Source: an optimization exercise on an open RTL-to-GDS flow (aim: small area and a short achievable clock period). Production flows keep margins and buffers that such runs may drop.
In this exercise RTL edits were held to simulation tests only and were not proved equivalent to the original.

job 9099:
==> flow/design.v <==
`default_nettype none
`timescale 1ns/100ps
package isaPkg;
    localparam int dataWidth = 32;
    localparam int addrWidth = 32;
    localparam int opWidth   = 4;
    typedef enum logic [opWidth-1:0] {
        opNop  = 0,
        opBeq  = 1,
        opBne  = 2,
        opBlt  = 3,
        opBge  = 4,
        opBltu = 5,
        opBgeu = 6,
        opJal  = 7,
        opJalr = 8
    } branchOp;
endpackage
`default_nettype wire
`default_nettype none
`timescale 1ns/100ps
package rsPkg;
    localparam int tagWidth = 5;
    localparam logic [tagWidth-1:0] tagFree = '0;
    localparam logic [31:0] dataFree = '0;
    localparam int defaultRsSize = 4;
endpackage
`default_nettype wire
`default_nettype none
`timescale 1ns/100ps
module branchUnit #(
    parameter int rsSize = rsPkg::defaultRsSize
) (
    input  logic                          clk,
    input  logic                          rst,
    input  logic                          dispatchEn,
    input  logic [isaPkg::opWidth-1:0]    dispatchOp,
    input  logic [isaPkg::dataWidth-1:0]  dispatchDataO,
    input  logic [isaPkg::dataWidth-1:0]  dispatchDataT,
    input  logic [rsPkg::tagWidth-1:0]    dispatchTagO,
    input  logic [rsPkg::tagWidth-1:0]    dispatchTagT,
    input  logic [isaPkg::dataWidth-1:0]  dispatchImm,
    input  logic [isaPkg::addrWidth-1:0]  dispatchPc,
    input  logic [rsPkg::tagWidth-1:0]    dispatchDest,
    input  logic                          aluWrtEn,
    input  logic [rsPkg::tagWidth-1:0]    aluTag,
    input  logic [isaPkg::dataWidth-1:0]  aluData,
    input  logic                          lsWrtEn,
    input  logic [rsPkg::tagWidth-1:0]    lsTag,
    input  logic [isaPkg::dataWidth-1:0]  lsData,
    output logic [rsSize-1:0]             freeSlots,
    output logic                          resultValid,
    output logic [rsPkg::tagWidth-1:0]    resultTag,
    output logic                          resultTaken,
    output logic [isaPkg::addrWidth-1:0]  resultTarget,
    output logic [isaPkg::addrWidth-1:0]  resultLink
);
    localparam int tw = rsPkg::tagWidth;
    localparam int dw = isaPkg::dataWidth;
    localparam int aw = isaPkg::addrWidth;
    logic [rsSize-1:0] slotValid;
    logic [rsSize-1:0] issueSel;      
    logic [2:0]        slotOp    [rsSize];    
    logic [tw-1:0]     slotTagO  [rsSize];
    logic [tw-1:0]     slotTagT  [rsSize];
    logic [dw-1:0]     slotDataO [rsSize];
    logic [dw-1:0]     slotDataT [rsSize];
    logic [dw-1:0]     slotImm   [rsSize];
    logic [aw-1:0]     slotPc    [rsSize];
    logic [tw-1:0]     slotDest  [rsSize];
    logic aluLive, lsLive;
    assign aluLive = aluWrtEn && aluTag != '0;
    assign lsLive  = lsWrtEn  && lsTag  != '0;
    logic [rsSize-1:0] alloc;
    assign freeSlots = ~slotValid;
    assign alloc     = dispatchEn ? (freeSlots & (~freeSlots + 1'b1)) : '0;
    logic [rsSize-1:0] validNext, readyNext;
    logic [tw-1:0]     tagONow [rsSize], tagTNow [rsSize];
    logic [rsSize-1:0] hitAO, hitLO, hitAT, hitLT;
    logic              dHitAO, dHitLO, dHitAT, dHitLT, dZeroO, dZeroT;
    assign dHitAO = aluLive && dispatchTagO == aluTag;
    assign dHitLO = lsLive  && dispatchTagO == lsTag;
    assign dHitAT = aluLive && dispatchTagT == aluTag;
    assign dHitLT = lsLive  && dispatchTagT == lsTag;
    assign dZeroO = dispatchTagO == '0;
    assign dZeroT = dispatchTagT == '0;
    always_comb begin
        for (int i = 0; i < rsSize; i++) begin
            tagONow[i] = alloc[i] ? dispatchTagO : slotTagO[i];
            tagTNow[i] = alloc[i] ? dispatchTagT : slotTagT[i];
            hitAO[i] = alloc[i] ? dHitAO : aluLive && slotTagO[i] == aluTag;
            hitLO[i] = alloc[i] ? dHitLO : lsLive  && slotTagO[i] == lsTag;
            hitAT[i] = alloc[i] ? dHitAT : aluLive && slotTagT[i] == aluTag;
            hitLT[i] = alloc[i] ? dHitLT : lsLive  && slotTagT[i] == lsTag;
            validNext[i] = !rst && (alloc[i] || (slotValid[i] && !issueSel[i]));
            readyNext[i] = validNext[i]
                           && ((alloc[i] ? dZeroO : slotTagO[i] == '0) || hitAO[i] || hitLO[i])
                           && ((alloc[i] ? dZeroT : slotTagT[i] == '0) || hitAT[i] || hitLT[i]);
        end
    end
    always_ff @(posedge clk) begin
        slotValid <= validNext;
        issueSel  <= readyNext & (~readyNext + 1'b1);
    end
    always_ff @(posedge clk) begin
        for (int i = 0; i < rsSize; i++) begin
            slotTagO[i] <= (hitAO[i] || hitLO[i]) ? '0 : tagONow[i];
            slotTagT[i] <= (hitAT[i] || hitLT[i]) ? '0 : tagTNow[i];
            if (hitAO[i])      slotDataO[i] <= aluData;
            else if (hitLO[i]) slotDataO[i] <= lsData;
            else if (alloc[i]) slotDataO[i] <= dispatchDataO;
            if (hitAT[i])      slotDataT[i] <= aluData;
            else if (hitLT[i]) slotDataT[i] <= lsData;
            else if (alloc[i]) slotDataT[i] <= dispatchDataT;
            if (alloc[i]) begin
                slotOp[i]   <= dispatchOp[2:0];
                slotImm[i]  <= dispatchImm;
                slotPc[i]   <= dispatchPc;
                slotDest[i] <= dispatchDest;
            end
        end
    end
    logic [2:0]    selOp;
    logic [dw-1:0] selO, selT, selImm;
    logic [aw-1:0] selPc;
    logic [tw-1:0] selDest;
    always_comb begin
        selOp = '0; selO = '0; selT = '0; selImm = '0; selPc = '0; selDest = '0;
        for (int i = 0; i < rsSize; i++) begin
            selOp   = selOp   | ({3{issueSel[i]}}  & slotOp[i]);
            selO    = selO    | ({dw{issueSel[i]}} & slotDataO[i]);
            selT    = selT    | ({dw{issueSel[i]}} & slotDataT[i]);
            selImm  = selImm  | ({dw{issueSel[i]}} & slotImm[i]);
            selPc   = selPc   | ({aw{issueSel[i]}} & slotPc[i]);
            selDest = selDest | ({tw{issueSel[i]}} & slotDest[i]);
        end
    end
    logic          ltu, lts, eq, taken;
    logic [aw-1:0] jalrSum;
    assign eq      = selO == selT;
    assign ltu     = selO < selT;
    assign lts     = (selO[dw-1] ^ selT[dw-1]) ? selO[dw-1] : ltu;
    assign jalrSum = selO + selImm;
    always_comb begin
        case (selOp)
            3'd1:    taken = eq;
            3'd2:    taken = !eq;
            3'd3:    taken = lts;
            3'd4:    taken = !lts;
            3'd5:    taken = ltu;
            3'd6:    taken = !ltu;
            default: taken = 1'b1;
        endcase
    end
    always_ff @(posedge clk) begin
        resultValid  <= !rst && |issueSel;
        resultTaken  <= taken;
        resultTag    <= selDest;
        resultTarget <= (selOp == 3'd0) ? {jalrSum[aw-1:1], 1'b0} : selPc + selImm;
        resultLink   <= selPc + 32'd4;
    end
endmodule
`default_nettype wire
export LEC_CHECK = 0
export ABC_CLOCK_PERIOD_IN_PS = 3000
export CAP_MARGIN = 20
export CORE_MARGIN = 2
export CORE_UTILIZATION = 55
export SETUP_SLACK_MARGIN = 2.5
export SLEW_MARGIN = 20
create_clock -name core_clock -period 6.0 [get_ports {clk}]
run.sh (not shown) runs the stock make flow with config.mk's settings and CLKGATE_MAP_FILE= SYNTH_SCRIPT=/design/flow/synth_recipe.tcl, a recipe that flattens the netlist after the stock synthesis.
Having completed the whole flow, job 9099 delivered a layout that passed the timing, DRC and antenna checks.
Input changes introduced in job 9018 (baseline for comparison: job 9099):
==> flow/flow/run.sh (new file) <==
#!/bin/bash
# Standard ORFS layout with two changes: the port buffers are the smallest
# plain buffer (buf_1, upsized by repair where timing needs it) instead of a
# delay cell, and CTS uses clkbuf_8 without dummy loads.
set -euo pipefail
bash standard.sh \
  "BUFFER_PORTS_ARGS=-buffer_cell sky130_fd_sc_hd__buf_1" \
  "CTS_ARGS=-sink_clustering_enable -repair_clock_nets -dont_use_dummy_load -buf_list sky130_fd_sc_hd__clkbuf_8" \
  finish > flow.log 2>&1
==> flow/standard.sh (new file) <==
#!/bin/bash
# synth_recipe.tcl (not shown) runs the flow's synth.tcl, then flattens the netlist and writes it again
# the make line also repeats each setting of config.mk as NAME=value (left out here)
make -C /OpenROAD-flow-scripts/flow DESIGN_CONFIG=/design/flow/config.mk WORK_HOME=/design/flow/orfs CLKGATE_MAP_FILE= SYNTH_SCRIPT=/design/flow/synth_recipe.tcl "${@:-finish}"
removed: flow/run.sh
==> comparison <==
- Delta (job 9018 minus job 9099): sequential fraction of total cell area now sits higher; post-detailed-placement cell area decreased 0.0019 mm²; detail-routed via count per cell level; layout overhead on the synthesized area went down; worst setup slack has increased.

## static timing again, ports no longer ideal
The results above use ideal ports. As a check the final layouts listed here were re-extracted and re-timed, cells and wires unchanged.
Step 1: set_driving_cell puts a clkbuf_16 on clk and a buf_2 on each other input, an assumption about the parent block.
Step 2 adds t to the input delays and takes it off the output delays; t is the mean of the earliest and latest rising clock arrival at the registers after step 1. Input paths then give back, and output paths get back, about the clock's delay inside the block.
Slacks: ideal / step 1 / step 2; pairs: ideal / step 1.
run	t, ns	setup slack, ns	hold slack, ns	worst setup path at the end	slew at the worst register clock pin (ns)
job 9099	0.692	2.463 / 2.463 / 1.841	0.461 / 0.461 / 0.461	input to register	0.06 / 0.06
job 9018	0.768	2.476 / 2.476 / 1.833	0.397 / 0.397 / 0.397	input to register	0.07 / 0.07
After both steps every run listed still meets setup and hold. For job 9018, which loses most, drivers alone change the setup slack by 0.000 ns; drivers and shift together by -0.643 ns.
